Background: an optimization exercise with open tools, aiming at small area, a short achievable clock period and few clock cycles per item. Do not read the settings as production practice. No functional check of the RTL was part of any run shown here. Power is estimated from default activity; no workload was simulated.

## design/flow/design.v

```verilog
package mapu_nxn_pkg;
  localparam logic [1:0] OP_ENC_ADD       = 2'd0;
  localparam logic [1:0] OP_ENC_SUB       = 2'd1;
  localparam logic [1:0] OP_ENC_MUL       = 2'd2;
  localparam logic [1:0] OP_ENC_TRANSPOSE = 2'd3;
  typedef enum logic [1:0] {
    OP_ADD       = OP_ENC_ADD,
    OP_SUB       = OP_ENC_SUB,
    OP_MUL       = OP_ENC_MUL,
    OP_TRANSPOSE = OP_ENC_TRANSPOSE
  } mapu_op_e;
endpackage
import mapu_nxn_pkg::*;
module mapu_nxn_mac_lane (
  input  logic [15:0] a,
  input  logic [15:0] b,
  input  logic [15:0] acc,
  input  logic        cin,
  output logic [15:0] sum,
  output logic        cout,
  output logic        hi,
  output logic        h
);
  logic [15:0] pp [16];
  logic [15:0] bo;
  logic [15:0] x, y;
  always_comb begin
    for (int i = 0; i < 16; i++)
      for (int j = 0; j < 16; j++)
        pp[i][j] = a[i] & b[j];
  end
  always_comb begin
    bo[15] = b[15];
    for (int m = 14; m >= 0; m--) bo[m] = bo[m+1] | b[m];
  end
  always_comb begin
    h = 1'b0;
    for (int i = 1; i < 16; i++) h = h | (a[i] & bo[16-i]);
  end
  logic hs1;
  logic hc2;
  logic fs3;
  logic fc4;
  logic hs5;
  logic hc6;
  logic fs7;
  logic fc8;
  logic fs9;
  logic fc10;
  logic hs11;
  logic hc12;
  logic fs13;
  logic fc14;
  logic fs15;
  logic fc16;
  logic fs17;
  logic fc18;
  logic hs19;
  logic hc20;
  logic hs21;
  logic hc22;
  logic fs23;
  logic fc24;
  logic hs25;
  logic hc26;
  logic fs27;
  logic fc28;
  logic fs29;
  logic fc30;
  logic hs31;
  logic hc32;
  logic fs33;
  logic fc34;
  logic fs35;
  logic fc36;
  logic fs37;
  logic fc38;
  logic hs39;
  logic hc40;
  logic fs41;
  logic fc42;
  logic fs43;
  logic fc44;
  logic fs45;
  logic fc46;
  logic fs47;
  logic fc48;
  logic fs49;
  logic fc50;
  logic fs51;
  logic fc52;
  logic fs53;
  logic fc54;
  logic fs55;
  logic fc56;
  logic fs57;
  logic fc58;
  logic fs59;
  logic fc60;
  logic fs61;
  logic fc62;
  logic fs63;
  logic fc64;
  logic fs65;
  logic fc66;
  logic fs67;
  logic fc68;
  logic fs69;
  logic fc70;
  logic fs71;
  logic fc72;
  logic hs73;
  logic hc74;
  logic fs75;
  logic fc76;
  logic hs77;
  logic hc78;
  logic fs79;
  logic fc80;
  logic fs81;
  logic fc82;
  logic hs83;
  logic hc84;
  logic fs85;
  logic fc86;
  logic fs87;
  logic fc88;
  logic fs89;
  logic fc90;
  logic fs91;
  logic fc92;
  logic fs93;
  logic fc94;
  logic fs95;
  logic fc96;
  logic fs97;
  logic fc98;
  logic fs99;
  logic fc100;
  logic fs101;
  logic fc102;
  logic fs103;
  logic fc104;
  logic fs105;
  logic fc106;
  logic fs107;
  logic fc108;
  logic fs109;
  logic fc110;
  logic fs111;
  logic fc112;
  logic fs113;
  logic fc114;
  logic fs115;
  logic fc116;
  logic fs117;
  logic fc118;
  logic fs119;
  logic fc120;
  logic fs121;
  logic fc122;
  logic fs123;
  logic fc124;
  logic fs125;
  logic fc126;
  logic fs127;
  logic fc128;
  logic fs129;
  logic fc130;
  logic fs131;
  logic fc132;
  logic hs133;
  logic hc134;
  logic fs135;
  logic fc136;
  logic hs137;
  logic hc138;
  logic fs139;
  logic fc140;
  logic fs141;
  logic fc142;
  logic fs143;
  logic fc144;
  logic fs145;
  logic fc146;
  logic fs147;
  logic fc148;
  logic fs149;
  logic fc150;
  logic fs151;
  logic fc152;
  logic fs153;
  logic fc154;
  logic fs155;
  logic fc156;
  logic fs157;
  logic fc158;
  logic fs159;
  logic fc160;
  logic fs161;
  logic fc162;
  logic fs163;
  logic fc164;
  logic fs165;
  logic fc166;
  logic fs167;
  logic fc168;
  logic fs169;
  logic fc170;
  logic fs171;
  logic fc172;
  logic fs173;
  logic fc174;
  logic fs175;
  logic fc176;
  logic fs177;
  logic fc178;
  logic fs179;
  logic fc180;
  logic fs181;
  logic fc182;
  logic hs183;
  logic hc184;
  logic fs185;
  logic fc186;
  logic fs187;
  logic fc188;
  logic fs189;
  logic fc190;
  logic fs191;
  logic fc192;
  logic fs193;
  logic fc194;
  logic fs195;
  logic fc196;
  logic fs197;
  logic fc198;
  logic fs199;
  logic fc200;
  logic fs201;
  logic fc202;
  logic fs203;
  logic fc204;
  logic fs205;
  logic fc206;
  logic fs207;
  logic fc208;
  logic fs209;
  logic fc210;
  logic hs211;
  logic hc212;
  logic fs213;
  logic fc214;
  logic fs215;
  logic fc216;
  logic fs217;
  logic fc218;
  logic fs219;
  logic fc220;
  logic fs221;
  logic fc222;
  logic fs223;
  logic fc224;
  logic fs225;
  logic fc226;
  logic fs227;
  logic fc228;
  logic fs229;
  logic fc230;
  logic fs231;
  logic fc232;
  logic fs233;
  logic fc234;
  logic fs235;
  logic fc236;
  logic fs237;
  logic fc238;
  logic fs239;
  logic fc240;
  logic fs241;
  logic fc242;
  assign hs1 = pp[0][12] ^ pp[1][11];
  assign hc2 = pp[0][12] & pp[1][11];
  assign {fc4, fs3} = {1'b0, pp[0][13]} + {1'b0, pp[1][12]} + {1'b0, pp[2][11]};
  assign hs5 = pp[3][10] ^ pp[4][9];
  assign hc6 = pp[3][10] & pp[4][9];
  assign {fc8, fs7} = {1'b0, pp[0][14]} + {1'b0, pp[1][13]} + {1'b0, pp[2][12]};
  assign {fc10, fs9} = {1'b0, pp[3][11]} + {1'b0, pp[4][10]} + {1'b0, pp[5][9]};
  assign hs11 = pp[6][8] ^ pp[7][7];
  assign hc12 = pp[6][8] & pp[7][7];
  assign {fc14, fs13} = {1'b0, pp[0][15]} + {1'b0, pp[1][14]} + {1'b0, pp[2][13]};
  assign {fc16, fs15} = {1'b0, pp[3][12]} + {1'b0, pp[4][11]} + {1'b0, pp[5][10]};
  assign {fc18, fs17} = {1'b0, pp[6][9]} + {1'b0, pp[7][8]} + {1'b0, pp[8][7]};
  assign hs19 = pp[9][6] ^ pp[10][5];
  assign hc20 = pp[9][6] & pp[10][5];
  assign hs21 = pp[0][8] ^ pp[1][7];
  assign hc22 = pp[0][8] & pp[1][7];
  assign {fc24, fs23} = {1'b0, pp[0][9]} + {1'b0, pp[1][8]} + {1'b0, pp[2][7]};
  assign hs25 = pp[3][6] ^ pp[4][5];
  assign hc26 = pp[3][6] & pp[4][5];
  assign {fc28, fs27} = {1'b0, pp[0][10]} + {1'b0, pp[1][9]} + {1'b0, pp[2][8]};
  assign {fc30, fs29} = {1'b0, pp[3][7]} + {1'b0, pp[4][6]} + {1'b0, pp[5][5]};
  assign hs31 = pp[6][4] ^ pp[7][3];
  assign hc32 = pp[6][4] & pp[7][3];
  assign {fc34, fs33} = {1'b0, pp[0][11]} + {1'b0, pp[1][10]} + {1'b0, pp[2][9]};
  assign {fc36, fs35} = {1'b0, pp[3][8]} + {1'b0, pp[4][7]} + {1'b0, pp[5][6]};
  assign {fc38, fs37} = {1'b0, pp[6][5]} + {1'b0, pp[7][4]} + {1'b0, pp[8][3]};
  assign hs39 = pp[9][2] ^ pp[10][1];
  assign hc40 = pp[9][2] & pp[10][1];
  assign {fc42, fs41} = {1'b0, hs1} + {1'b0, pp[2][10]} + {1'b0, pp[3][9]};
  assign {fc44, fs43} = {1'b0, pp[4][8]} + {1'b0, pp[5][7]} + {1'b0, pp[6][6]};
  assign {fc46, fs45} = {1'b0, pp[7][5]} + {1'b0, pp[8][4]} + {1'b0, pp[9][3]};
  assign {fc48, fs47} = {1'b0, pp[10][2]} + {1'b0, pp[11][1]} + {1'b0, pp[12][0]};
  assign {fc50, fs49} = {1'b0, hc2} + {1'b0, fs3} + {1'b0, hs5};
  assign {fc52, fs51} = {1'b0, pp[5][8]} + {1'b0, pp[6][7]} + {1'b0, pp[7][6]};
  assign {fc54, fs53} = {1'b0, pp[8][5]} + {1'b0, pp[9][4]} + {1'b0, pp[10][3]};
  assign {fc56, fs55} = {1'b0, pp[11][2]} + {1'b0, pp[12][1]} + {1'b0, pp[13][0]};
  assign {fc58, fs57} = {1'b0, fc4} + {1'b0, hc6} + {1'b0, fs7};
  assign {fc60, fs59} = {1'b0, fs9} + {1'b0, hs11} + {1'b0, pp[8][6]};
  assign {fc62, fs61} = {1'b0, pp[9][5]} + {1'b0, pp[10][4]} + {1'b0, pp[11][3]};
  assign {fc64, fs63} = {1'b0, pp[12][2]} + {1'b0, pp[13][1]} + {1'b0, pp[14][0]};
  assign {fc66, fs65} = {1'b0, fc8} + {1'b0, fc10} + {1'b0, hc12};
  assign {fc68, fs67} = {1'b0, fs13} + {1'b0, fs15} + {1'b0, fs17};
  assign {fc70, fs69} = {1'b0, hs19} + {1'b0, pp[11][4]} + {1'b0, pp[12][3]};
  assign {fc72, fs71} = {1'b0, pp[13][2]} + {1'b0, pp[14][1]} + {1'b0, pp[15][0]};
  assign hs73 = pp[0][5] ^ pp[1][4];
  assign hc74 = pp[0][5] & pp[1][4];
  assign {fc76, fs75} = {1'b0, pp[0][6]} + {1'b0, pp[1][5]} + {1'b0, pp[2][4]};
  assign hs77 = pp[3][3] ^ pp[4][2];
  assign hc78 = pp[3][3] & pp[4][2];
  assign {fc80, fs79} = {1'b0, pp[0][7]} + {1'b0, pp[1][6]} + {1'b0, pp[2][5]};
  assign {fc82, fs81} = {1'b0, pp[3][4]} + {1'b0, pp[4][3]} + {1'b0, pp[5][2]};
  assign hs83 = pp[6][1] ^ pp[7][0];
  assign hc84 = pp[6][1] & pp[7][0];
  assign {fc86, fs85} = {1'b0, hs21} + {1'b0, pp[2][6]} + {1'b0, pp[3][5]};
  assign {fc88, fs87} = {1'b0, pp[4][4]} + {1'b0, pp[5][3]} + {1'b0, pp[6][2]};
  assign {fc90, fs89} = {1'b0, pp[7][1]} + {1'b0, pp[8][0]} + {1'b0, acc[8]};
  assign {fc92, fs91} = {1'b0, hc22} + {1'b0, fs23} + {1'b0, hs25};
  assign {fc94, fs93} = {1'b0, pp[5][4]} + {1'b0, pp[6][3]} + {1'b0, pp[7][2]};
  assign {fc96, fs95} = {1'b0, pp[8][1]} + {1'b0, pp[9][0]} + {1'b0, acc[9]};
  assign {fc98, fs97} = {1'b0, fc24} + {1'b0, hc26} + {1'b0, fs27};
  assign {fc100, fs99} = {1'b0, fs29} + {1'b0, hs31} + {1'b0, pp[8][2]};
  assign {fc102, fs101} = {1'b0, pp[9][1]} + {1'b0, pp[10][0]} + {1'b0, acc[10]};
  assign {fc104, fs103} = {1'b0, fc28} + {1'b0, fc30} + {1'b0, hc32};
  assign {fc106, fs105} = {1'b0, fs33} + {1'b0, fs35} + {1'b0, fs37};
  assign {fc108, fs107} = {1'b0, hs39} + {1'b0, pp[11][0]} + {1'b0, acc[11]};
  assign {fc110, fs109} = {1'b0, fc34} + {1'b0, fc36} + {1'b0, fc38};
  assign {fc112, fs111} = {1'b0, hc40} + {1'b0, fs41} + {1'b0, fs43};
  assign {fc114, fs113} = {1'b0, fs45} + {1'b0, fs47} + {1'b0, acc[12]};
  assign {fc116, fs115} = {1'b0, fc42} + {1'b0, fc44} + {1'b0, fc46};
  assign {fc118, fs117} = {1'b0, fc48} + {1'b0, fs49} + {1'b0, fs51};
  assign {fc120, fs119} = {1'b0, fs53} + {1'b0, fs55} + {1'b0, acc[13]};
  assign {fc122, fs121} = {1'b0, fc50} + {1'b0, fc52} + {1'b0, fc54};
  assign {fc124, fs123} = {1'b0, fc56} + {1'b0, fs57} + {1'b0, fs59};
  assign {fc126, fs125} = {1'b0, fs61} + {1'b0, fs63} + {1'b0, acc[14]};
  assign {fc128, fs127} = {1'b0, fc58} + {1'b0, fc60} + {1'b0, fc62};
  assign {fc130, fs129} = {1'b0, fc64} + {1'b0, fs65} + {1'b0, fs67};
  assign {fc132, fs131} = {1'b0, fs69} + {1'b0, fs71} + {1'b0, acc[15]};
  assign hs133 = pp[0][3] ^ pp[1][2];
  assign hc134 = pp[0][3] & pp[1][2];
  assign {fc136, fs135} = {1'b0, pp[0][4]} + {1'b0, pp[1][3]} + {1'b0, pp[2][2]};
  assign hs137 = pp[3][1] ^ pp[4][0];
  assign hc138 = pp[3][1] & pp[4][0];
  assign {fc140, fs139} = {1'b0, hs73} + {1'b0, pp[2][3]} + {1'b0, pp[3][2]};
  assign {fc142, fs141} = {1'b0, pp[4][1]} + {1'b0, pp[5][0]} + {1'b0, acc[5]};
  assign {fc144, fs143} = {1'b0, hc74} + {1'b0, fs75} + {1'b0, hs77};
  assign {fc146, fs145} = {1'b0, pp[5][1]} + {1'b0, pp[6][0]} + {1'b0, acc[6]};
  assign {fc148, fs147} = {1'b0, fc76} + {1'b0, hc78} + {1'b0, fs79};
  assign {fc150, fs149} = {1'b0, fs81} + {1'b0, hs83} + {1'b0, acc[7]};
  assign {fc152, fs151} = {1'b0, fc80} + {1'b0, fc82} + {1'b0, hc84};
  assign {fc154, fs153} = {1'b0, fs85} + {1'b0, fs87} + {1'b0, fs89};
  assign {fc156, fs155} = {1'b0, fc86} + {1'b0, fc88} + {1'b0, fc90};
  assign {fc158, fs157} = {1'b0, fs91} + {1'b0, fs93} + {1'b0, fs95};
  assign {fc160, fs159} = {1'b0, fc92} + {1'b0, fc94} + {1'b0, fc96};
  assign {fc162, fs161} = {1'b0, fs97} + {1'b0, fs99} + {1'b0, fs101};
  assign {fc164, fs163} = {1'b0, fc98} + {1'b0, fc100} + {1'b0, fc102};
  assign {fc166, fs165} = {1'b0, fs103} + {1'b0, fs105} + {1'b0, fs107};
  assign {fc168, fs167} = {1'b0, fc104} + {1'b0, fc106} + {1'b0, fc108};
  assign {fc170, fs169} = {1'b0, fs109} + {1'b0, fs111} + {1'b0, fs113};
  assign {fc172, fs171} = {1'b0, fc110} + {1'b0, fc112} + {1'b0, fc114};
  assign {fc174, fs173} = {1'b0, fs115} + {1'b0, fs117} + {1'b0, fs119};
  assign {fc176, fs175} = {1'b0, fc116} + {1'b0, fc118} + {1'b0, fc120};
  assign {fc178, fs177} = {1'b0, fs121} + {1'b0, fs123} + {1'b0, fs125};
  assign {fc180, fs179} = {1'b0, fc122} + {1'b0, fc124} + {1'b0, fc126};
  assign {fc182, fs181} = {1'b0, fs127} + {1'b0, fs129} + {1'b0, fs131};
  assign hs183 = pp[0][2] ^ pp[1][1];
  assign hc184 = pp[0][2] & pp[1][1];
  assign {fc186, fs185} = {1'b0, hs133} + {1'b0, pp[2][1]} + {1'b0, pp[3][0]};
  assign {fc188, fs187} = {1'b0, hc134} + {1'b0, fs135} + {1'b0, hs137};
  assign {fc190, fs189} = {1'b0, fc136} + {1'b0, hc138} + {1'b0, fs139};
  assign {fc192, fs191} = {1'b0, fc140} + {1'b0, fc142} + {1'b0, fs143};
  assign {fc194, fs193} = {1'b0, fc144} + {1'b0, fc146} + {1'b0, fs147};
  assign {fc196, fs195} = {1'b0, fc148} + {1'b0, fc150} + {1'b0, fs151};
  assign {fc198, fs197} = {1'b0, fc152} + {1'b0, fc154} + {1'b0, fs155};
  assign {fc200, fs199} = {1'b0, fc156} + {1'b0, fc158} + {1'b0, fs159};
  assign {fc202, fs201} = {1'b0, fc160} + {1'b0, fc162} + {1'b0, fs163};
  assign {fc204, fs203} = {1'b0, fc164} + {1'b0, fc166} + {1'b0, fs167};
  assign {fc206, fs205} = {1'b0, fc168} + {1'b0, fc170} + {1'b0, fs171};
  assign {fc208, fs207} = {1'b0, fc172} + {1'b0, fc174} + {1'b0, fs175};
  assign {fc210, fs209} = {1'b0, fc176} + {1'b0, fc178} + {1'b0, fs179};
  assign hs211 = pp[0][0] ^ acc[0];
  assign hc212 = pp[0][0] & acc[0];
  assign {fc214, fs213} = {1'b0, pp[0][1]} + {1'b0, pp[1][0]} + {1'b0, acc[1]};
  assign {fc216, fs215} = {1'b0, hs183} + {1'b0, pp[2][0]} + {1'b0, acc[2]};
  assign {fc218, fs217} = {1'b0, hc184} + {1'b0, fs185} + {1'b0, acc[3]};
  assign {fc220, fs219} = {1'b0, fc186} + {1'b0, fs187} + {1'b0, acc[4]};
  assign {fc222, fs221} = {1'b0, fc188} + {1'b0, fs189} + {1'b0, fs141};
  assign {fc224, fs223} = {1'b0, fc190} + {1'b0, fs191} + {1'b0, fs145};
  assign {fc226, fs225} = {1'b0, fc192} + {1'b0, fs193} + {1'b0, fs149};
  assign {fc228, fs227} = {1'b0, fc194} + {1'b0, fs195} + {1'b0, fs153};
  assign {fc230, fs229} = {1'b0, fc196} + {1'b0, fs197} + {1'b0, fs157};
  assign {fc232, fs231} = {1'b0, fc198} + {1'b0, fs199} + {1'b0, fs161};
  assign {fc234, fs233} = {1'b0, fc200} + {1'b0, fs201} + {1'b0, fs165};
  assign {fc236, fs235} = {1'b0, fc202} + {1'b0, fs203} + {1'b0, fs169};
  assign {fc238, fs237} = {1'b0, fc204} + {1'b0, fs205} + {1'b0, fs173};
  assign {fc240, fs239} = {1'b0, fc206} + {1'b0, fs207} + {1'b0, fs177};
  assign {fc242, fs241} = {1'b0, fc208} + {1'b0, fs209} + {1'b0, fs181};
  assign x = {fc240, fc238, fc236, fc234, fc232, fc230, fc228, fc226, fc224, fc222, fc220, fc218, fc216, fc214, hc212, hs211};
  assign y = {fs241, fs239, fs237, fs235, fs233, fs231, fs229, fs227, fs225, fs223, fs221, fs219, fs217, fs215, fs213, cin};
  logic [15:0] pg, pp_, gg0;
  assign pg = x & y;
  assign pp_ = x ^ y;
  logic sg0_1, sp0_1;
  assign sg0_1 = pg[1] | (pp_[1] & pg[0]);
  assign sp0_1 = pp_[1] & pp_[0];
  logic sg0_3, sp0_3;
  assign sg0_3 = pg[3] | (pp_[3] & pg[2]);
  assign sp0_3 = pp_[3] & pp_[2];
  logic sg0_5, sp0_5;
  assign sg0_5 = pg[5] | (pp_[5] & pg[4]);
  assign sp0_5 = pp_[5] & pp_[4];
  logic sg0_7, sp0_7;
  assign sg0_7 = pg[7] | (pp_[7] & pg[6]);
  assign sp0_7 = pp_[7] & pp_[6];
  logic sg0_9, sp0_9;
  assign sg0_9 = pg[9] | (pp_[9] & pg[8]);
  assign sp0_9 = pp_[9] & pp_[8];
  logic sg0_11, sp0_11;
  assign sg0_11 = pg[11] | (pp_[11] & pg[10]);
  assign sp0_11 = pp_[11] & pp_[10];
  logic sg0_13, sp0_13;
  assign sg0_13 = pg[13] | (pp_[13] & pg[12]);
  assign sp0_13 = pp_[13] & pp_[12];
  logic sg0_15, sp0_15;
  assign sg0_15 = pg[15] | (pp_[15] & pg[14]);
  assign sp0_15 = pp_[15] & pp_[14];
  logic sg1_2, sp1_2;
  assign sg1_2 = pg[2] | (pp_[2] & sg0_1);
  assign sp1_2 = pp_[2] & sp0_1;
  logic sg1_3, sp1_3;
  assign sg1_3 = sg0_3 | (sp0_3 & sg0_1);
  assign sp1_3 = sp0_3 & sp0_1;
  logic sg1_6, sp1_6;
  assign sg1_6 = pg[6] | (pp_[6] & sg0_5);
  assign sp1_6 = pp_[6] & sp0_5;
  logic sg1_7, sp1_7;
  assign sg1_7 = sg0_7 | (sp0_7 & sg0_5);
  assign sp1_7 = sp0_7 & sp0_5;
  logic sg1_10, sp1_10;
  assign sg1_10 = pg[10] | (pp_[10] & sg0_9);
  assign sp1_10 = pp_[10] & sp0_9;
  logic sg1_11, sp1_11;
  assign sg1_11 = sg0_11 | (sp0_11 & sg0_9);
  assign sp1_11 = sp0_11 & sp0_9;
  logic sg1_14, sp1_14;
  assign sg1_14 = pg[14] | (pp_[14] & sg0_13);
  assign sp1_14 = pp_[14] & sp0_13;
  logic sg1_15, sp1_15;
  assign sg1_15 = sg0_15 | (sp0_15 & sg0_13);
  assign sp1_15 = sp0_15 & sp0_13;
  logic sg2_4, sp2_4;
  assign sg2_4 = pg[4] | (pp_[4] & sg1_3);
  assign sp2_4 = pp_[4] & sp1_3;
  logic sg2_5, sp2_5;
  assign sg2_5 = sg0_5 | (sp0_5 & sg1_3);
  assign sp2_5 = sp0_5 & sp1_3;
  logic sg2_6, sp2_6;
  assign sg2_6 = sg1_6 | (sp1_6 & sg1_3);
  assign sp2_6 = sp1_6 & sp1_3;
  logic sg2_7, sp2_7;
  assign sg2_7 = sg1_7 | (sp1_7 & sg1_3);
  assign sp2_7 = sp1_7 & sp1_3;
  logic sg2_12, sp2_12;
  assign sg2_12 = pg[12] | (pp_[12] & sg1_11);
  assign sp2_12 = pp_[12] & sp1_11;
  logic sg2_13, sp2_13;
  assign sg2_13 = sg0_13 | (sp0_13 & sg1_11);
  assign sp2_13 = sp0_13 & sp1_11;
  logic sg2_14, sp2_14;
  assign sg2_14 = sg1_14 | (sp1_14 & sg1_11);
  assign sp2_14 = sp1_14 & sp1_11;
  logic sg2_15, sp2_15;
  assign sg2_15 = sg1_15 | (sp1_15 & sg1_11);
  assign sp2_15 = sp1_15 & sp1_11;
  logic sg3_8, sp3_8;
  assign sg3_8 = pg[8] | (pp_[8] & sg2_7);
  assign sp3_8 = pp_[8] & sp2_7;
  logic sg3_9, sp3_9;
  assign sg3_9 = sg0_9 | (sp0_9 & sg2_7);
  assign sp3_9 = sp0_9 & sp2_7;
  logic sg3_10, sp3_10;
  assign sg3_10 = sg1_10 | (sp1_10 & sg2_7);
  assign sp3_10 = sp1_10 & sp2_7;
  logic sg3_11, sp3_11;
  assign sg3_11 = sg1_11 | (sp1_11 & sg2_7);
  assign sp3_11 = sp1_11 & sp2_7;
  logic sg3_12, sp3_12;
  assign sg3_12 = sg2_12 | (sp2_12 & sg2_7);
  assign sp3_12 = sp2_12 & sp2_7;
  logic sg3_13, sp3_13;
  assign sg3_13 = sg2_13 | (sp2_13 & sg2_7);
  assign sp3_13 = sp2_13 & sp2_7;
  logic sg3_14, sp3_14;
  assign sg3_14 = sg2_14 | (sp2_14 & sg2_7);
  assign sp3_14 = sp2_14 & sp2_7;
  logic sg3_15, sp3_15;
  assign sg3_15 = sg2_15 | (sp2_15 & sg2_7);
  assign sp3_15 = sp2_15 & sp2_7;
  assign sum = {pp_[15] ^ sg3_14, pp_[14] ^ sg3_13, pp_[13] ^ sg3_12, pp_[12] ^ sg3_11, pp_[11] ^ sg3_10, pp_[10] ^ sg3_9, pp_[9] ^ sg3_8, pp_[8] ^ sg2_7, pp_[7] ^ sg2_6, pp_[6] ^ sg2_5, pp_[5] ^ sg2_4, pp_[4] ^ sg1_3, pp_[3] ^ sg1_2, pp_[2] ^ sg0_1, pp_[1] ^ pg[0], pp_[0]};
  assign cout = sg3_15;
  assign hi = fc14 | fc16 | fc18 | hc20 | fc66 | fc68 | fc70 | fc72 | fc128 | fc130 | fc132 | fc180 | fc182 | fc210 | fc242;
endmodule
module mapu_nxn_row_unit
#(
  parameter int DATA_WIDTH = 16,
  parameter int N          = 4,
  parameter int SATURATE   = 0
) (
  input  logic                      mul,
  input  logic                      sub,
  input  logic [N*DATA_WIDTH-1:0]   a_lane,    
  input  logic [N*DATA_WIDTH-1:0]   b_row,
  input  logic [N*DATA_WIDTH-1:0]   acc_row,
  output logic [N*DATA_WIDTH-1:0]   res_row,
  output logic [N-1:0]              cout,      
  output logic [N-1:0]              of_c1,     
  output logic [N-1:0]              of_c0      
);
  localparam int DW = DATA_WIDTH;
  logic [N-1:0] hi, h;
  for (genvar c = 0; c < N; c++) begin : g_lane
    mapu_nxn_mac_lane u_lane (
      .a     (a_lane[c*DW +: DW]),
      .b     (b_row[c*DW +: DW]),
      .acc   (acc_row[c*DW +: DW]),
      .cin   (sub),
      .sum   (res_row[c*DW +: DW]),
      .cout  (cout[c]),
      .hi    (hi[c]),
      .h     (h[c])
    );
    assign of_c1[c] = ~sub | h[c];
    assign of_c0[c] = (hi[c] ^ sub) | h[c];
  end
endmodule
import mapu_nxn_pkg::*;
module mapu_nxn
#(
  parameter int DATA_WIDTH = 16,
  parameter int N          = 4,
  parameter int SATURATE   = 0
) (
  input  logic                     clk,
  input  logic                     reset_n,
  input  logic                     i_en,
  input  logic [1:0]               i_op,
  output logic                     o_of,
  input  logic                     i_vld,
  output logic                     o_rdy,
  input  logic [N*DATA_WIDTH-1:0]  i_row,
  output logic                     o_vld,
  input  logic                     i_rdy,
  output logic [N*DATA_WIDTH-1:0]  o_row
);
  localparam int DW = DATA_WIDTH;
  localparam int RW = N * DW;
  localparam int IW = $clog2(N);
  localparam logic [IW-1:0] LAST = IW'(N - 1);
  logic [RW-1:0] a_q [N];
  logic [RW-1:0] c_q [N];
  logic [RW-1:0] r_q;
  logic [DW-1:0] ae_q [N];    
  logic [RW-1:0] ae_lanes;
  logic          selt_q;      
  logic          selc_q;      
  logic          sela_q;      
  logic          sub_q;       
  logic [N-1:0]  of_q;        
  logic [N-1:0]  of_out_q;    
  logic [IW:0]   in_cnt_q, in_cnt_d;    
  logic [1:0]    in_op_q, in_op_d;
  logic          r_vld_q, r_vld_d;
  logic [IW-1:0] r_k_q, r_k_d;
  logic [1:0]    r_op_q, r_op_d;
  logic [IW-1:0] pass_q, pass_d;        
  logic          t_pend_q, t_pend_d;    
  logic          c_own_q, c_own_d;      
  logic          c_vld_q, c_vld_d;      
  logic [IW-1:0] out_q, out_d;
  logic          rdy_q, rdy_d;
  logic          lock_q, lock_d;        
  logic in_a, take, deliver, c_free, step, copy, r_mul, r_last, op_done, a_shift;
  logic r_k0, r_k3, c_ok, lock_ok;
  logic take_dp, shift_dp, c_free_dp, step_dp, copy_dp, c_ok_dp, lock_ok_dp, op_done_dp;
  logic [N-1:0]  of_next;
  logic [RW-1:0] a_head_d;
  logic [RW-1:0] acc_row;
  logic [RW-1:0] a_col;
  logic [RW-1:0] alu_row;
  logic [N-1:0]  alu_cout, alu_of1, alu_of0, of_keep;
  assign in_a    = ~in_cnt_q[IW];
  assign r_mul   = (r_op_q == OP_ENC_MUL);
  assign r_last  = ~r_mul | (pass_q == LAST);
  assign take    = i_en & i_vld & rdy_q;
  assign deliver = i_en & c_vld_q & i_rdy;
  assign c_free  = ~c_vld_q | (deliver & (out_q == LAST));
  assign r_k0    = r_mul & (r_k_q == '0);
  assign r_k3    = r_mul & (r_k_q == LAST);
  assign c_ok    = ~c_vld_q | (deliver & ((out_q == LAST) | r_k0));
  assign lock_ok = ~(r_k3 & lock_q) | (take & in_a);
  assign step    = r_vld_q & c_ok & lock_ok;
  assign copy    = t_pend_q & c_free;
  assign op_done = step & r_last & (r_k_q == LAST);
  assign a_shift = (take & in_a) | step;
  assign take_dp   = i_vld & rdy_q;
  assign shift_dp  = c_vld_q & i_rdy;
  assign c_free_dp = ~c_vld_q | (i_rdy & (out_q == LAST));
  assign c_ok_dp    = ~c_vld_q | (i_rdy & ((out_q == LAST) | r_k0));
  assign lock_ok_dp = ~(r_k3 & lock_q) | (take_dp & in_a);
  assign step_dp    = r_vld_q & c_ok_dp & lock_ok_dp;
  assign op_done_dp = step_dp & r_last & (r_k_q == LAST);
  assign copy_dp   = t_pend_q & c_free_dp;
  always_comb begin
    in_cnt_d = in_cnt_q;
    in_op_d  = in_op_q;
    r_vld_d  = r_vld_q;
    r_k_d    = r_k_q;
    r_op_d   = r_op_q;
    pass_d   = pass_q;
    t_pend_d = t_pend_q;
    c_own_d  = c_own_q;
    c_vld_d  = c_vld_q;
    out_d    = out_q;
    lock_d   = lock_q;
    if (deliver) begin
      out_d = out_q + 1'b1;
      if (out_q == LAST) c_vld_d = 1'b0;
    end
    if (step) begin
      c_own_d = ~op_done;
      if (r_k3) lock_d = ~r_last & take & in_a;
      pass_d  = r_mul ? pass_q + 1'b1 : '0;
      if (r_last) r_vld_d = 1'b0;
      if (op_done) begin
        c_vld_d = 1'b1;
        out_d   = '0;
      end
    end
    if (copy) begin
      t_pend_d = 1'b0;
      c_vld_d  = 1'b1;
      out_d    = '0;
    end
    if (take) begin
      if (in_cnt_q == '0) in_op_d = i_op;
      if (in_a) begin
        if (in_cnt_q == (IW+1)'(N - 1) && in_op_q == OP_ENC_TRANSPOSE) begin
          in_cnt_d = '0;
          t_pend_d = 1'b1;
        end else begin
          in_cnt_d = in_cnt_q + 1'b1;
        end
      end else begin
        in_cnt_d = in_cnt_q + 1'b1;
        r_vld_d  = 1'b1;
        r_k_d    = in_cnt_q[IW-1:0];
        r_op_d   = in_op_q;
        pass_d   = '0;
      end
    end
    if (!i_en) begin
      in_cnt_d = '0;
      r_vld_d  = 1'b0;
      pass_d   = '0;
      t_pend_d = 1'b0;
      c_own_d  = 1'b0;
      c_vld_d  = 1'b0;
      out_d    = '0;
      lock_d   = 1'b0;
    end
    if (~in_cnt_d[IW])
      rdy_d = ~t_pend_d & (~r_vld_d | (c_own_d & ~c_vld_d &
              (r_op_d != OP_ENC_MUL || pass_d == LAST || r_k_d == LAST)));
    else
      rdy_d = ~r_vld_d | ((r_op_d != OP_ENC_MUL || pass_d == LAST) & ~c_vld_d);
  end
  assign a_head_d = a_shift ? a_q[1] : a_q[0];
  always_comb begin
    for (int c = 0; c < N; c++) a_col[c*DW +: DW] = a_q[c][(N-1)*DW +: DW];
  end
  always_comb begin
    for (int c = 0; c < N; c++) ae_lanes[c*DW +: DW] = ae_q[c];
  end
  assign acc_row  = ({RW{selc_q}} & c_q[0]) | ({RW{sela_q}} & a_q[0]) | ({RW{selt_q}} & a_col);
  mapu_nxn_row_unit #(
    .DATA_WIDTH (DATA_WIDTH),
    .N          (N),
    .SATURATE   (SATURATE)
  ) u_row_unit (
    .mul     (r_mul),
    .sub     (sub_q),
    .a_lane  (ae_lanes),
    .b_row   (r_q),
    .acc_row (acc_row),
    .res_row (alu_row),
    .cout    (alu_cout),
    .of_c1   (alu_of1),
    .of_c0   (alu_of0)
  );
  always_ff @(posedge clk) begin
    if ((take_dp & in_a) | step_dp) begin
      for (int j = 0; j < N - 1; j++) a_q[j] <= a_q[j+1];
      a_q[N-1] <= (take_dp & in_a) ? i_row : a_q[0];
    end
    if (take_dp & ~in_a) r_q <= (in_op_q == OP_ENC_SUB) ? ~i_row : i_row;
    for (int c = 0; c < N; c++)
      ae_q[c] <= t_pend_d ? '0 : (r_op_d == OP_ENC_MUL) ? a_head_d[r_k_d*DW +: DW] :
                 r_vld_d ? DW'(1) : DW'(c);
    selc_q  <= ~t_pend_d & (r_op_d == OP_ENC_MUL) & (r_k_d != '0);
    sela_q  <= ~t_pend_d & (r_op_d != OP_ENC_MUL);
    sub_q   <= ~t_pend_d & (r_op_d == OP_ENC_SUB);
    selt_q  <= t_pend_d;
    if (copy_dp | step_dp | shift_dp) begin
      for (int j = 0; j < N - 1; j++)
        for (int c = 0; c < N; c++)
          c_q[j][c*DW +: DW] <= copy_dp ? a_q[c][j*DW +: DW] : c_q[j+1][c*DW +: DW];
      c_q[N-1] <= alu_row;
    end
    if (step_dp) of_q <= of_next;
    if (copy_dp) of_out_q <= '0;
    else if (op_done_dp) of_out_q <= of_next;
  end
  always_ff @(posedge clk or negedge reset_n) begin
    if (!reset_n) begin
      in_cnt_q <= '0;
      in_op_q  <= OP_ENC_ADD;
      r_vld_q  <= 1'b0;
      r_k_q    <= '0;
      r_op_q   <= OP_ENC_ADD;
      pass_q   <= '0;
      t_pend_q <= 1'b0;
      c_own_q  <= 1'b0;
      c_vld_q  <= 1'b0;
      out_q    <= '0;
      rdy_q    <= 1'b1;
      lock_q   <= 1'b0;
    end else begin
      in_cnt_q <= in_cnt_d;
      in_op_q  <= in_op_d;
      r_vld_q  <= r_vld_d;
      r_k_q    <= r_k_d;
      r_op_q   <= r_op_d;
      pass_q   <= pass_d;
      t_pend_q <= t_pend_d;
      c_own_q  <= c_own_d;
      c_vld_q  <= c_vld_d;
      out_q    <= out_d;
      rdy_q    <= rdy_d;
      lock_q   <= lock_d;
    end
  end
  assign o_rdy = rdy_q;
  assign o_vld = c_vld_q;
  assign o_row = c_q[0];
  assign of_keep = ((r_k_q == '0) & (pass_q == '0)) ? '0 : of_q;
  always_comb begin
    for (int c = 0; c < N; c++)
      of_next[c] = alu_cout[c] ? (of_keep[c] | alu_of1[c]) : (of_keep[c] | alu_of0[c]);
  end
  assign o_of  = |of_out_q;
endmodule
```

## design/flow/flow/run.sh

```bash
#!/bin/bash
# Standard ORFS layout (the standard.sh) with two changes: repair_timing aims at a setup
# margin of 11 ns under the design's SDC, and the port buffers are buf_2 cells.
bash standard.sh SETUP_SLACK_MARGIN=11 "BUFFER_PORTS_ARGS=-buffer_cell sky130_fd_sc_hd__buf_2" finish > standard.log 2>&1
```

## design/flow/standard.sh

```bash
#!/bin/bash
# synth_recipe.tcl (not shown) runs the flow's synth.tcl, then flattens the netlist and writes it again
# the make line also repeats each setting of config.mk as NAME=value (left out here)
make -C /OpenROAD-flow-scripts/flow DESIGN_CONFIG=/design/flow/config.mk WORK_HOME=/design/flow/orfs CLKGATE_MAP_FILE= SYNTH_SCRIPT=/design/flow/synth_recipe.tcl "${@:-finish}"
```

## design/flow/config.mk

```make
export PLATFORM = sky130hd
export DESIGN_NAME = mapu_nxn
export DESIGN_NICKNAME = mapu_nxn
export VERILOG_FILES = /design/flow/design.v
export SDC_FILE = /design/flow/constraint.sdc
export NUM_CORES = 4
export LEC_CHECK = 0
export CAP_MARGIN = 40
export CORE_MARGIN = 2
export CORE_UTILIZATION = 60
export SLEW_MARGIN = 40
```

## design/flow/constraint.sdc

```tcl
create_clock -name core_clock -period 16.0 [get_ports {clk}]
set_input_delay 3.2000 -clock core_clock [delete_from_list [all_inputs] [get_ports {clk}]]
set_output_delay 3.2000 -clock core_clock [all_outputs]
set_load 0.01 [all_outputs]
```

==> results by group, run 1 <==
Critical path
  • CP required: 16.37 ns
  • Critical-path cell list: buf_12, buf_12, buf_8, and2_4, fa_2, inv_2, fa_2, fa_2, fa_1, fa_1, inv_2, fa_1, ha_4, nand3_2, a21oi_2, a2111oi_4, xor2_1, nand2_1
  • Critical path launch point type: register
  • Arr. time, crit path: about 6 ns
  • Setup crit end kind: register
  • CP Max Fanout: 5
  • Slowest stage cell, crit path: fa_1
  • CP delay by family, top: adder cells
  • Delay of the slowest cell on the worst path: 0.58 ns
  • Critical path class: register to register
  • WP buf/inv: 5

Clocking
  • Htree depth: 3
  • Clk buf depth: 3
  • TritonCTS sink count: between 600 and 700
  • Clock Root Buffer: clkbuf_16
  • CTS Buf Count: 70
  • CTS tree: built
  • Hold_buf cts: 0
  • Clock latency (worst-skew pair): ~0.65 ns
  • Worst-path clk slew: around 0.060 ns

Die
  • Chip width: 267 µm
  • Row count: 96
  • Die Area: between 70,000 and 80,000 µm²
  • Initial Utilization: 0.604
  • # IOs: between 100 and 150
  • Placeable Area: 68,500 µm²
  • Chip Height: around 270 µm

Synthesis
  • Synth warn: 6
  • Mapped Nets: 3,956
  • Post-synth top cells: edfxtp_1 (580), nand2_1 (548), fa_1 (440)
  • Syn_area_per_cell: 12.5 µm²
  • Synth async-reset ratio: 0.0304
  • Library cells used by synthesis: 72
  • Ranking of synthesized cells by area: edfxtp_1 (42%), fa_1 (21%), mux2_2 (6.1%)
  • Post-synth EDFFs: 580
  • Yosys reg bits: 625
  • Synth area leader: edfxtp_1
  • Most numerous cell in the Yosys netlist: edfxtp_1
  • Synth top area share: 0.421
  • Synth Flop Type: edfxtp_1
  • Sequential element share of the synthesized area: 0.445
  • Post-Syn Instances: 3,319
  • Area of the mapped netlist: 41,300 µm²

Drt
  • Drt initial violations: 4,297
  • Vias: between 20,000 and 30,000
  • # DRC: 0
  • Routed WL: 142,000 µm
  • DR WL/cell: 31.6 µm
  • Vias per cell: 6.43
  • Antenna Nets Post-Route: 0
  • Pre-antenna DRT Iters: 7

Layout
  • Area of the multi-input gates: around 22,000 µm²
  • Sequential cell area: 18,500 µm²
  • Fillers: 4,791
  • Nets@finish: 4,203
  • Share of cells above drive strength 1: 0.243
  • Area Growth Syn to Fin: 16.8%

Place
  • GPL Wtd Cong: 0.927
  • PortBufs: 137
  • Detailed Place HPWL: about 93,000 µm

Timing
  • Worst Hold Slack: ~0.44 ns
  • Fin. Hold Viols: 0
  • Worst-margin pin slew: 0.898 ns
  • Fmax: 0.183 GHz
  • Setup violators final: 0
  • Clock Skews: 0.0357 ns
  • Final min period: 5.46 ns
  • RSZ-0062 raised after global routing: yes
  • Crit share post-route: 0.341
  • Pins Over Slew Limit: 0
  • Max-slew headroom: 0.401
  • Setup TNS Final: 0 ns

GRT
  • Grt total ovfl: 0
  • Initial antenna violation count: 18
  • Vias in the first global route: 29,600
  • Gr usage total: 0.408
  • Largest net degree at the start of global routing: 148
  • Wire length of the first global-routing pass: 204,000 µm

Power
  • Leakage power: 18.4 nW
  • Final Power: 0.00715 W
  • Maximum vdd drop: about 0.00022 V
  • Power per Cell Area: 148 nW/µm²

Run
  • Max_cap viols: 0

Min path
  • Hold Path Class: register to register

Run status
  • Status: complete, no violations
==> cells in the final DEF, fill, tap and decap left out, types with 10 or more instances in the layout <==
cell type / synthesis / layout
a21o_1: 13 / 13
a21oi_1: 38 / 26
a21oi_2: 2 / 10
a222oi_1: 67 / 67
and2_1: 229 / 224
buf_12: 0 / 33
buf_2: 8 / 146
buf_4: 2 / 123
buf_6: 0 / 22
clkbuf_1: 148 / 10
clkbuf_16: 0 / 73
clkinv_2: 0 / 15
dfrtp_1: 18 / 18
dfxtp_1: 26 / 12
dfxtp_4: 0 / 10
edfxtp_1: 580 / 580
fa_1: 440 / 395
fa_2: 0 / 45
ha_1: 126 / 101
ha_4: 0 / 21
inv_1: 366 / 349
inv_2: 0 / 15
mux2_2: 224 / 224
mux2i_1: 57 / 57
nand2_1: 548 / 542
nor2_1: 50 / 45
nor4_1: 17 / 11
o211ai_1: 11 / 11
o21a_1: 11 / 10
o21ai_0: 25 / 19
o22ai_1: 15 / 14
xnor2_1: 81 / 77
xor2_1: 25 / 22
==> flip-flops by register name, summed over array words and instances, names as in the netlist, 2 cells and up <==
name,cells
a_q,256
ae_q,18
c_q,256
in_cnt_q,3
in_op_q,2
of_out_q,4
of_q,4
out_q,2
pass_q,2
r_k_q,2
r_op_q,2
r_q,64
==> worst register-to-register path, stage by stage (launching register included) <==
cell and delay [ns]:
dfxtp_4 0.40, buf_12 0.17, buf_12 0.14, buf_8 0.13, and2_4 0.13, fa_2 0.52, inv_2 0.04, fa_2 0.47
fa_2 0.41, fa_1 0.50, fa_1 0.52, inv_2 0.04, fa_1 0.58, ha_4 0.24, nand3_2 0.07, a21oi_2 0.05
a2111oi_4 0.41, xor2_1 0.27, nand2_1 0.10
==> worst paths after layout <==
| kind | slack, ns | from | cells past startpoint | end |
|---|---|---|---|---|
| max | 10.54 | ae_q[1][2] | 18 | of_q[0] |
| min | 0.44 | a_q[2][14] | 0 | a_q[1][14] |
| max reg2reg | 10.54 | ae_q[1][2] | 18 | of_q[0] |
| min reg2reg | 0.44 | a_q[2][14] | 0 | a_q[1][14] |
| max in group asynchronous | 13.14 | reset_n | 1 | rdy_q |
| min in group asynchronous | 2.52 | reset_n | 1 | in_op_q[0] |
==> metal layers <==
layer  vias up  routed length (µm)  part of all wire  global-route usage
met3       450               19500              0.14               0.120
met1     14600               51900              0.36               0.553
met5         -                  62           0.00044                   0
li1      11800                   -                 -                   -
met4        10                9200             0.065               0.213
met2      2132               61800              0.43               0.598
==> stage by stage <==
step | utilization | instance area, µm² | worst slack [ns] | cells
final | 0.705 | 48300 | 10.54 | 4511
after global routing | 0.705 | 48300 | 10.51 | 4509
after CTS | 0.691 | 47300 | 10.63 | 4461
after detailed placement | 0.629 | 43100 | 9.44 | 4214
after global placement | 0.626 | 42900 | 8.84 | 4198
after floorplan | - | 41500 | 7.85 | 3319
==> final cells by class <==
class / instances / share of cell area
antenna: 6 / 0.000311
clock buffer: 81 / 0.0373
clock inverter: 48 / 0.0104
inverter: 366 / 0.0286
multi-input combinational: 2152 / 0.452
sequential: 625 / 0.382
tap: 882 / 0.0228
timing repair buffer: 351 / 0.0667
==> cells by family after synthesis <==
group / count (synthesis) / synth area share
xor+xnor: 106 / 0.0225
flops: 625 / 0.445
fa+ha+maj: 566 / 0.251
buf+inv: 543 / 0.0497
simple gates: 946 / 0.109
mux: 284 / 0.0762
compound gates: 249 / 0.0462
==> report_power, final <==
group	internal [W]	switching [W]	leakage, nW	total, W
registers	0.00202	0.0000851	5.91	0.00210
logic	0.00149	0.00193	11.4	0.00342
clock network	0.000910	0.000722	1.12	0.00163
total	0.00442	0.00273	18.4	0.00715
==> what timing repair did <==
action | in CTS | in global routing
setup endpoints to repair | 412 | 110
gates resized for setup | 156 | 115
pin swaps | 60 | 92
gates cloned | 11 | 3
setup buffers | 107 | 38
==> run 2: changes to the inputs <==
--- a/design/flow/config.mk
+++ b/design/flow/config.mk
@@ -5,7 +5,7 @@
 export SDC_FILE = /design/flow/constraint.sdc
 export NUM_CORES = 4
 export LEC_CHECK = 0
-export CAP_MARGIN = 40
+export CAP_MARGIN = 20
 export CORE_MARGIN = 2
 export CORE_UTILIZATION = 60
-export SLEW_MARGIN = 40
+export SLEW_MARGIN = 20
==> run 2 against run 1 <==
Effect of this change:
- still clean
- die area is the same
- synthesized cell count is the same
- global-route usage is essentially flat
- highest routed layer unchanged
==> results by group, run 2 <==
Die
  • Chip width: 267 µm
  • Initial Utilization: 0.604
  • Row count: 96
  • Die Area: 71,000 µm²
  • Placeable Area: 68,500 µm²
  • Chip Height: 267 µm
  • # IOs: roughly 140

Power
  • Maximum vdd drop: ~0.0003 V
  • Power per Cell Area: 148 nW/µm²
  • Final Power: roughly 0.0072 W
  • Leakage power: roughly 19 nW

Min path
  • Hold Path Class: register to register
  • Worst hold endpoint: a_q[1][8]
  • HP Start: a_q[2][8]
  • Worst Hold Path Cells: 0

Layout
  • Nets@finish: approximately 4,200
  • Core Util, Final: 0.713
  • Share of cells above drive strength 1: 0.251
  • Cell area after layout: approximately 50,000 µm²
  • Top Registers: a_q x256, c_q x256, r_q x64
  • Most frequent cells in the layout: edfxtp_1 (580), nand2_1 (538), fa_1 (394)
  • Fillers: 4,761
  • Most common cell after layout, fill and taps aside: edfxtp_1
  • Area Growth Syn to Fin: 18.0%

Place
  • Worst slack, placed: 8.67 ns
  • PortBufs: around 140
  • GPL Wtd Cong: 0.927
  • Detailed Place HPWL: 92,200 µm
  • Placed cell area: 42,900 µm²

Synthesis
  • Mux share of post-synthesis cell area: 0.0762
  • Adder-Cell Fraction of Synth Area: 0.251
  • Post-synth top cells: edfxtp_1 (580), nand2_1 (548), fa_1 (440)
  • Largest family of logic cells by synthesized area: adder cells
  • Synth area leader: edfxtp_1
  • Ranking of synthesized cells by area: edfxtp_1 (42%), fa_1 (21%), mux2_2 (6.1%)
  • Yosys reg bits: 625
  • Synth warn: 6
  • Synth Area in Simple Gates: 0.109
  • Area of the mapped netlist: a little over 40,000 µm²
  • Post-synth EDFFs: 580
  • Synth async-reset ratio: 0.0304
  • Syn_area_per_cell: 12.5 µm²
  • Compound-Gate Fraction of Synth Area: 0.0462
  • Synth Flop Type: edfxtp_1
  • Post-Syn Instances: 3,319
  • Mapped Nets: 3,956
  • Synth top area share: 0.421
  • Post-synthesis xor/xnor area fraction: 0.0225
  • Library cells used by synthesis: 72
  • Sequential element share of the synthesized area: 0.445
  • Most numerous cell in the Yosys netlist: edfxtp_1

Critical path
  • Setup crit end kind: register
  • Critical path launch point type: register
  • Most frequent CP cell: fa_1
  • R2r setup slk: 10.50 ns
  • Critical-path cell list: a222oi_1, fa_1, fa_2, fa_1, fa_1, inv_1, ha_4, nand2_1, nor2_1, nand3b_1, a311oi_2, o21ai_1, a2111o_1, o21ba_2
  • Slowest stage cell, crit path: a222oi_1
  • CP required: between 15 and 20 ns
  • Reg2reg end: of_out_q[1]
  • WP buf/inv: 1
  • Critical path class: register to register
  • Delay of the slowest cell on the worst path: 1.06 ns
  • CP delay by family, top: adder cells
  • Worst r2r src: c_q[0][26]
  • Reg2Reg Depth: 14
  • CP Max Fanout: 3
  • CP Depth: 14
  • Arr. time, crit path: approximately 6 ns

Timing
  • Crit share post-route: 0.343
  • Worst-margin pin slew: 1.17 ns
  • RSZ-0062 raised after global routing: yes
  • Setup violators final: 0
  • Setup TNS Final: 0 ns
  • Fmax: roughly 0.18 GHz
  • Fin. Hold Viols: 0
  • Setup slack after layout: 10.50 ns
  • Clock Skews: 0.0271 ns
  • Pins Over Slew Limit: 0
  • Final min period: roughly 5.5 ns
  • Max-slew headroom: 0.219

Drt
  • Routed WL: 144,000 µm
  • # DRC: 0
  • Pre-antenna DRT Iters: 8
  • Antenna Nets Post-Route: 0
  • Drt initial violations: 3,940
  • Vias per cell: 6.44
  • Vias: 29,200
  • DR WL/cell: 31.7 µm

GRT
  • Wire length of the first global-routing pass: 204,000 µm
  • Vias in the first global route: 29,700
  • Initial antenna violation count: 19
  • Gr usage total: 0.407
  • Grt total ovfl: 0
  • Largest net degree at the start of global routing: 148

Clocking
  • Worst-path clk slew: approximately 0.06 ns
  • Clock Root Buffer: clkbuf_16
  • Clk buf depth: 3
  • CTS tree: built
  • CTS Buf Count: 70
  • Hold_buf cts: 0
  • Htree depth: 3
  • Clock latency (worst-skew pair): ~0.64 ns
  • TritonCTS sink count: 625

Run
  • Max_cap viols: 0

Run status
  • Status: complete, no violations
[run 2: cell type report]
class / count / area (µm²) / area share
Clock buffer: 84 / 1870 / 0.0384
Tap cell: 882 / 1100 / 0.0226
Timing Repair Buffer: 371 / 3440 / 0.0704
Inverter: 366 / 1380 / 0.0283
Clock inverter: 46 / 726 / 0.0149
Multi-Input combinational cell: 2153 / 21800 / 0.446
Sequential cell: 625 / 18500 / 0.378
Antenna cell: 15 / 37.5 / 0.000769
[run 2: how the worst max path moves through the flow]
stage | start | endpoint | slack [ns]
2_1_floorplan | i_rdy | a_q[0][0] | 7.85
3_3_place_gp | i_rdy | c_q[2][21] | 8.84
3_5_place_dp | i_vld | c_q[2][4] | 8.67
4_1_cts | ae_q[3][0] | of_out_q[1] | 10.64
5_1_grt | ae_q[3][0] | of_out_q[1] | 10.52
6_report | c_q[0][26] | of_out_q[1] | 10.50
[run 2: repair_timing]
item	CTS	global route
gates cloned	16	3
resized for setup	159	114
pin swaps	76	102
setup buffers	105	71
setup endpoints to repair	515	353
[run 2: metal layers]
layer	wire length (µm)	track usage
met1	52500	0.555
met5	113	0
met3	19700	0.124
met4	9090	0.216
met2	62600	0.591
[run 2: stage by stage]
| stage | cells | hold slack [ns] |
|---|---|---|
| after floorplan | 3319 | 0.422 |
| after global placement | 4198 | 0.427 |
| after detailed placement | 4201 | 0.432 |
| after CTS | 4452 | 0.447 |
| after global routing | 4532 | 0.453 |
| final | 4542 | 0.443 |
[run 2: kinds of logic after synthesis]
kind of cell	after synthesis
and+or+nand+nor	946
DFF	625
adders and majority gates	566
buffers and inverters	543
muxes	284
AOI/OAI and AO/OA	249
xor gates and xnor gates	106
[run 2: power by group]
part           switching [W]  total (W)  leakage (nW)  internal, W
clock               0.000724    0.00181          1.25      0.00108
combinational        0.00190    0.00332          11.5      0.00143
sequential         0.0000851    0.00210          5.91      0.00202
==> run 3: changes to the inputs <==
--- a/design/flow/config.mk
+++ b/design/flow/config.mk
@@ -8,4 +8,4 @@
 export CAP_MARGIN = 20
 export CORE_MARGIN = 2
 export CORE_UTILIZATION = 60
-export SLEW_MARGIN = 20
+export SLEW_MARGIN = 60
==> run 3 against run 2 <==
Effect of this change:
- power fell by 1.7%
- maximum frequency rose by 2.1%
- register-to-register slack improved by 0.12 ns
- sequential power barely moved
- highest routed layer unchanged
- combinational power barely moved
- global-route usage fell by 0.38 points
- core utilization rose by 0.082 points
- synthesized area did not move
- critical endpoint unchanged
- sequential share of layout area barely moved
- largest power group unchanged
- final area rose by 0.12%
- clock power fell by 8%
- final cell count rose by 0.48%
==> results by group, run 3 <==
Run status
  • Status: complete, no violations

Layout
  • Most common cell after layout, fill and taps aside: edfxtp_1
  • Final Non-Filler Cells: 4,564
  • Area Growth Syn to Fin: 18.1%
  • Fillers: between 4,000 and 5,000
  • Nets@finish: 4,253
  • Share of cells above drive strength 1: 0.246
  • Core Util, Final: 0.713
  • Sequential cell area: about 18,000 µm²
  • Top Registers: a_q x256, c_q x256, r_q x64
  • Area of the multi-input gates: about 22,000 µm²
  • Most frequent cells in the layout: edfxtp_1 (580), nand2_1 (541), fa_1 (405)

Synthesis
  • Synth top area share: 0.421
  • Post-synth top cells: edfxtp_1 (580), nand2_1 (548), fa_1 (440)
  • Library cells used by synthesis: 72
  • Post-Syn Instances: about 3,300
  • Synth area leader: edfxtp_1
  • Synth Flop Type: edfxtp_1
  • Sequential element share of the synthesized area: 0.445
  • Post-synth EDFFs: 580
  • Yosys reg bits: 625
  • Mapped Nets: 3,956
  • Ranking of synthesized cells by area: edfxtp_1 (42%), fa_1 (21%), mux2_2 (6.1%)
  • Most numerous cell in the Yosys netlist: edfxtp_1
  • Syn_area_per_cell: 12.5 µm²
  • Synth async-reset ratio: 0.0304
  • Synth warn: 6
  • Area of the mapped netlist: 41,300 µm²

Place
  • Placed cell count: between 4,000 and 5,000
  • PortBufs: 137
  • Detailed Place HPWL: 95,900 µm
  • GPL Wtd Cong: 0.927

Drt
  • # DRC: 0
  • Drt initial violations: between 4,000 and 5,000
  • Routed WL: roughly 140,000 µm
  • Pre-antenna DRT Iters: 7
  • Antenna Nets Post-Route: 0
  • DR WL/cell: between 30 and 40 µm
  • Vias per cell: 6.46
  • Vias: 29,500

Clocking
  • Clk buf depth: 3
  • Htree depth: 3
  • Clock Root Buffer: clkbuf_16
  • Worst-path clk slew: ~0.060 ns
  • Clock latency (worst-skew pair): ~0.63 ns
  • CTS tree: built
  • CTS Buf Count: 70
  • TritonCTS sink count: 625

Timing
  • Crit share post-route: 0.336
  • Clock Skews: 0.0327 ns
  • Max-slew headroom: 0.594
  • Fin. Hold Viols: 0
  • Setup violators final: 0
  • RSZ-0062 raised after global routing: yes
  • Pins Over Slew Limit: 0
  • Final min period: 5.38 ns
  • Worst-margin pin slew: 0.609 ns
  • Fmax: between 0.15 and 0.2 GHz
  • Setup TNS Final: 0 ns

GRT
  • Grt total ovfl: 0
  • Wire length of the first global-routing pass: 203,000 µm
  • Initial antenna violation count: 21
  • Gr usage total: 0.403
  • Largest net degree at the start of global routing: 68
  • Vias in the first global route: 29,800

Critical path
  • CP required: around 17 ns
  • R2r setup slk: around 11 ns
  • Reg2reg end: of_out_q[1]
  • Critical path class: register to register
  • Worst r2r src: ae_q[1][3]
  • Critical path launch point type: register
  • Reg2Reg Depth: 18
  • CP Max Fanout: 6
  • Arr. time, crit path: roughly 6 ns
  • Setup crit end kind: register

Die
  • Row count: 96
  • Die Area: 71,000 µm²
  • Chip Height: 267 µm
  • # IOs: 138
  • Chip width: 267 µm
  • Placeable Area: 68,500 µm²
  • Initial Utilization: 0.604

Min path
  • Hold Path Class: register to register
  • HP Start: a_q[2][14]
  • Worst Hold Path Cells: 0
  • Worst hold endpoint: a_q[1][14]

Power
  • Maximum vdd drop: 0.000268 V
  • Leakage power: 18.8 nW
  • Power per Cell Area: approximately 150 nW/µm²

Run
  • Max_cap viols: 0
## run 3: cell counts after synthesis
No cell type changed its count.
## run 3: cells by family (layout without fill, tap and decap cells)
kind of cell	Yosys count	in the layout	share of synthesized area
other	0	10	0
buffers and inverters	543	895	0.0497
AOI/OAI and AO/OA	249	249	0.0462
muxes	284	284	0.0762
xor gates and xnor gates	106	106	0.0225
DFF	625	625	0.445
adders and majority gates	566	566	0.251
and+or+nand+nor	946	947	0.109
## run 3: final cells by class
class | instances | area share
timing repair buffer | 401 | 0.0777
inverter | 366 | 0.0283
antenna | 10 | 0.000512
clock buffer | 89 | 0.0390
tap | 882 | 0.0226
sequential | 625 | 0.378
clock inverter | 39 | 0.00938
multi-input combinational | 2152 | 0.445
## run 3: stage by stage
step	hold slack (ns)	cell area, µm²	total power, W	setup WS, ns
finish	0.442	48800	0.00711	10.62
global placement	0.427	42900	0.00461	8.84
detailed placement	0.431	43800	0.00473	9.65
global route	0.448	48800	0.00743	10.52
floorplan	0.422	41500	0.00381	7.85
CTS	0.443	47500	0.00663	10.62
## run 3: repair_timing
item | CTS | global route
gates cloned | 11 | 9
hold buffers | 0 | 0
setup endpoints to repair | 338 | 147
pin swaps | 37 | 81
setup buffers | 69 | 49
hold endpoints to repair | 0 | 0
resized for setup | 96 | 145
## run 3: worst max-delay path, stage by stage, from the launching register on
cell and delay [ns]:
dfxtp_4 0.35, buf_12 0.14, buf_16 0.15, buf_6 0.14, and2_1 0.14, ha_2 0.31
inv_2 0.04, fa_2 0.56, fa_2 0.46, fa_2 0.38, fa_2 0.55, inv_2 0.04
fa_2 0.54, ha_4 0.21, a21oi_4 0.13, a311oi_2 0.07, or3_1 0.37, a2111o_1 0.44
o21ba_2 0.22
## run 3: metal layers
layer / track usage / share of wire / vias up
li1: - / - / 11800
met1: 0.549 / 0.36 / 15000
met2: 0.586 / 0.43 / 2146
met3: 0.113 / 0.13 / 518
met4: 0.229 / 0.070 / 6
met5: 0 / 0.00024 / -
## run 3: how the worst max path moves through the flow
stage                     from          end  depth (start not counted)
floorplan                i_rdy    a_q[0][0]                          4
global placement         i_rdy   c_q[2][21]                          6
detailed placement       i_vld   c_q[1][52]                          8
CTS                 ae_q[3][0]  of_out_q[1]                         16
global route        ae_q[1][2]  of_out_q[1]                         16
finish              ae_q[1][3]  of_out_q[1]                         18
## run 3: where the power goes
| part | switching, W | leakage (nW) | internal (W) | total, W |
|---|---|---|---|---|
| clock | 0.000698 | 1.16 | 0.000969 | 0.00167 |
| sequential | 0.0000850 | 5.91 | 0.00202 | 0.00210 |
| combinational | 0.00190 | 11.7 | 0.00144 | 0.00334 |
| total | 0.00268 | 18.8 | 0.00443 | 0.00711 |
==> run 4: changes to the inputs <==
--- a/design/flow/config.mk
+++ b/design/flow/config.mk
@@ -7,5 +7,5 @@
 export LEC_CHECK = 0
 export CAP_MARGIN = 20
 export CORE_MARGIN = 2
-export CORE_UTILIZATION = 60
-export SLEW_MARGIN = 60
+export CORE_UTILIZATION = 55
+export SLEW_MARGIN = 20
==> run 4 against run 3 <==
Effect of this change:
- still clean
- wire length shrank 0.14%
- maximum frequency shrank 1.3%
- synthesized area is the same
- first-iteration DRC count shrank 13%
- register-to-register slack lost 0.07 ns
- clock power shrank 5%
- non-clock buffer count shrank 55
- worst setup slack lost 0.072 ns
- critical path type unchanged
- critical endpoint unchanged
==> results by group, run 4 <==
Run status
  • Status: complete, no violations

Synthesis
  • Most numerous cell in the Yosys netlist: edfxtp_1
  • Mapped Nets: 3,956
  • Syn_area_per_cell: around 12 µm²
  • Yosys reg bits: 625
  • Post-synth top cells: edfxtp_1 (580), nand2_1 (548), fa_1 (440)
  • Post-synth EDFFs: 580
  • Synth async-reset ratio: 0.0304
  • Synth area leader: edfxtp_1
  • Post-Syn Instances: 3,319
  • Synth top area share: 0.421
  • Library cells used by synthesis: 72
  • Synth Flop Type: edfxtp_1
  • Ranking of synthesized cells by area: edfxtp_1 (42%), fa_1 (21%), mux2_2 (6.1%)
  • Area of the mapped netlist: 41,300 µm²
  • Synth warn: 6
  • Sequential element share of the synthesized area: 0.445

Drt
  • Routed WL: 143,000 µm
  • Drt initial violations: approximately 3,600
  • Vias per cell: around 6.2
  • # DRC: 0
  • Vias: 28,600
  • Antenna Nets Post-Route: 0
  • DR WL/cell: 31.2 µm
  • Pre-antenna DRT Iters: 8

Critical path
  • Reg2reg end: of_out_q[1]
  • Setup crit end kind: register
  • R2r setup slk: 10.55 ns
  • WP buf/inv: 1
  • Slowest stage cell, crit path: dfxtp_1
  • CP required: 16.49 ns
  • CP delay by family, top: adder cells
  • Arr. time, crit path: 5.94 ns
  • Worst r2r src: ae_q[1][13]
  • Delay of the slowest cell on the worst path: 1.04 ns
  • Most frequent CP cell: fa_1
  • Critical-path cell list: nand2_1, fa_1, fa_1, fa_1, fa_1, inv_1, fa_1, ha_4, nor3_2, a311oi_2, or3_1, a2111o_1, o21ba_2
  • Critical path launch point type: register
  • CP Max Fanout: 17
  • Reg2Reg Depth: 13
  • Critical path class: register to register

Min path
  • Hold Path Class: register to register
  • Worst Hold Path Cells: 0
  • Worst hold endpoint: a_q[2][21]
  • HP Start: a_q[3][21]

Die
  • Chip width: between 200 and 300 µm
  • Die Area: 77,400 µm²
  • Chip Height: 278 µm
  • # IOs: ~140
  • Row count: 100
  • Initial Utilization: 0.555
  • Placeable Area: 74,400 µm²

Timing
  • Setup slack after layout: 10.55 ns
  • Fmax: 0.183 GHz
  • Final min period: between 5 and 6 ns
  • Fin. Hold Viols: 0
  • Worst-margin pin slew: 1.26 ns
  • Setup TNS Final: 0 ns
  • RSZ-0062 raised after global routing: yes
  • Setup violators final: 0
  • Crit share post-route: 0.341
  • Clock Skews: 0.0294 ns
  • Max-slew headroom: 0.160
  • Pins Over Slew Limit: 0
  • Worst Hold Slack: 0.435 ns

GRT
  • Grt total ovfl: 0
  • Initial antenna violation count: 9
  • Wire length of the first global-routing pass: 204,000 µm
  • Gr usage total: 0.372
  • Vias in the first global route: 29,500
  • Largest net degree at the start of global routing: 76

Layout
  • Core Util, Final: 0.647
  • Most frequent cells in the layout: edfxtp_1 (580), nand2_1 (542), fa_1 (402)
  • Area Growth Syn to Fin: 16.5%
  • Nets@finish: 4,198
  • Top Registers: a_q x256, c_q x256, r_q x64
  • Most common cell after layout, fill and taps aside: edfxtp_1
  • Final Non-Filler Cells: 4,584
  • Share of cells above drive strength 1: 0.235

Place
  • Placed cell count: 4,286
  • Detailed Place HPWL: 92,800 µm
  • GPL Wtd Cong: 0.928
  • PortBufs: 137
  • Worst slack, placed: 9.00 ns

Clocking
  • Htree depth: 3
  • Clock latency (worst-skew pair): 0.62 ns
  • CTS tree: built
  • Clk buf depth: 3
  • Clock Root Buffer: clkbuf_16
  • Worst-path clk slew: roughly 0.06 ns
  • TritonCTS sink count: 625
  • CTS Buf Count: 68

Power
  • Combinational power share: 0.461
  • Power per Cell Area: approximately 140 nW/µm²
  • Leakage power: 18.4 nW
  • Clk pwr share: 0.231
  • Internal power: ~0.0043 W
  • Register share of total power: 0.308
  • Switching Share: 0.371
  • Maximum vdd drop: 0.000121 V
  • P_sw: 0.00254 W

Run
  • Max_cap viols: 0
==> run 4: cell counts after synthesis <==
No cell type changed its count.
==> run 4: area by class of cell <==
class,count,area [µm²]
Clock inverter,29,279
Tap cell,969,1210
Clock buffer,94,1910
Inverter,366,1380
Antenna cell,1,2.50
Fill cell,5623,26300
Sequential cell,625,18500
Timing Repair Buffer,346,3200
Multi-Input combinational cell,2154,21700
==> run 4: stage by stage <==
stage / instance area, µm² / power [W]
floorplan: 41500 / 0.00381
global placement: 43000 / 0.00456
detailed placement: 43000 / 0.00460
CTS: 47600 / 0.00660
global route: 48200 / 0.00716
finish: 48200 / 0.00685
==> run 4: repair_timing <==
action                                  in CTS  in global routing
buffers inserted                           126                 30
endpoints found under the setup margin     492                290
gates resized for setup                    199                 80
hold buffers                                 0                  0
gates cloned                                16                  2
pin swaps                                   89                 71
==> run 4: cells by family after synthesis <==
| logic type | count (synthesis) | share of synthesized area |
|---|---|---|
| multiplexers | 284 | 0.0762 |
| adder cells (fa/ha/maj) | 566 | 0.251 |
| flip-flops | 625 | 0.445 |
| AND/OR/NAND/NOR | 946 | 0.109 |
| AO/OA/AOI/OAI | 249 | 0.0462 |
| XOR/XNOR | 106 | 0.0225 |
| buffers and inverters | 543 | 0.0497 |
==> run 4: worst max path at each step <==
stage,startpoint,to,cells after the start
global route,selc_q,of_out_q[1],15
detailed placement,i_vld,c_q[3][46],6
CTS,ae_q[1][1],of_out_q[1],16
global placement,i_vld,c_q[3][61],6
floorplan,i_rdy,a_q[0][0],4
finish,ae_q[1][13],of_out_q[1],13
==> run 4: per-layer routing <==
metal	up-vias	track usage	wire, µm
met5	-	0	33
met1	14700	0.521	55400
met4	4	0.168	7910
li1	11700	-	-
met2	1900	0.555	62500
met3	346	0.0872	17200
==> run 4: power groups by stage <==
stage | logic [W] | registers (W) | clock network [W]
after floorplan | 0.00172 | 0.00209 | 0
after global placement | 0.00242 | 0.00215 | 0
after detailed placement | 0.00245 | 0.00215 | 0
after CTS | 0.00290 | 0.00210 | 0.00159
after global routing | 0.00340 | 0.00211 | 0.00165
final | 0.00315 | 0.00211 | 0.00158

==> separate check: timing with driven ports <==
The flow's constraints put no driver on any port. The routed layouts listed below were extracted and timed again, unchanged, in two steps. Step 1 assumes that a clkbuf_16 drives the clock port and a buf_2 every other input. Step 2 also shifts input and output timing later by t, the mid clock arrival at the registers, as if the neighbouring blocks saw the same clock. a / b / c = ideal ports / drivers / drivers and shift; a / b = the first two.
run | shift t [ns] | setup slack, ns | worst hold slack (ns) | slew at the worst register clock pin (ns) | worst slew at a driven data input, ns
run 1 | 0.692 | 10.545 / 10.545 / 10.423 | 0.442 / 0.442 / 0.442 | 0.07 / 0.07 | 0.16
run 2 | 0.682 | 10.504 / 10.504 / 10.357 | 0.443 / 0.443 / 0.443 | 0.07 / 0.07 | 0.18
run 3 | 0.674 | 10.619 / 10.619 / 10.373 | 0.442 / 0.442 / 0.442 | 0.07 / 0.07 | 0.15
run 4 | 0.672 | 10.548 / 10.548 / 10.482 | 0.435 / 0.435 / 0.435 | 0.07 / 0.07 | 0.08
After both steps setup and hold are still met in every run listed. The setup slack of run 3, which loses most, moves by 0.000 ns with the drivers and by -0.246 ns with both steps.
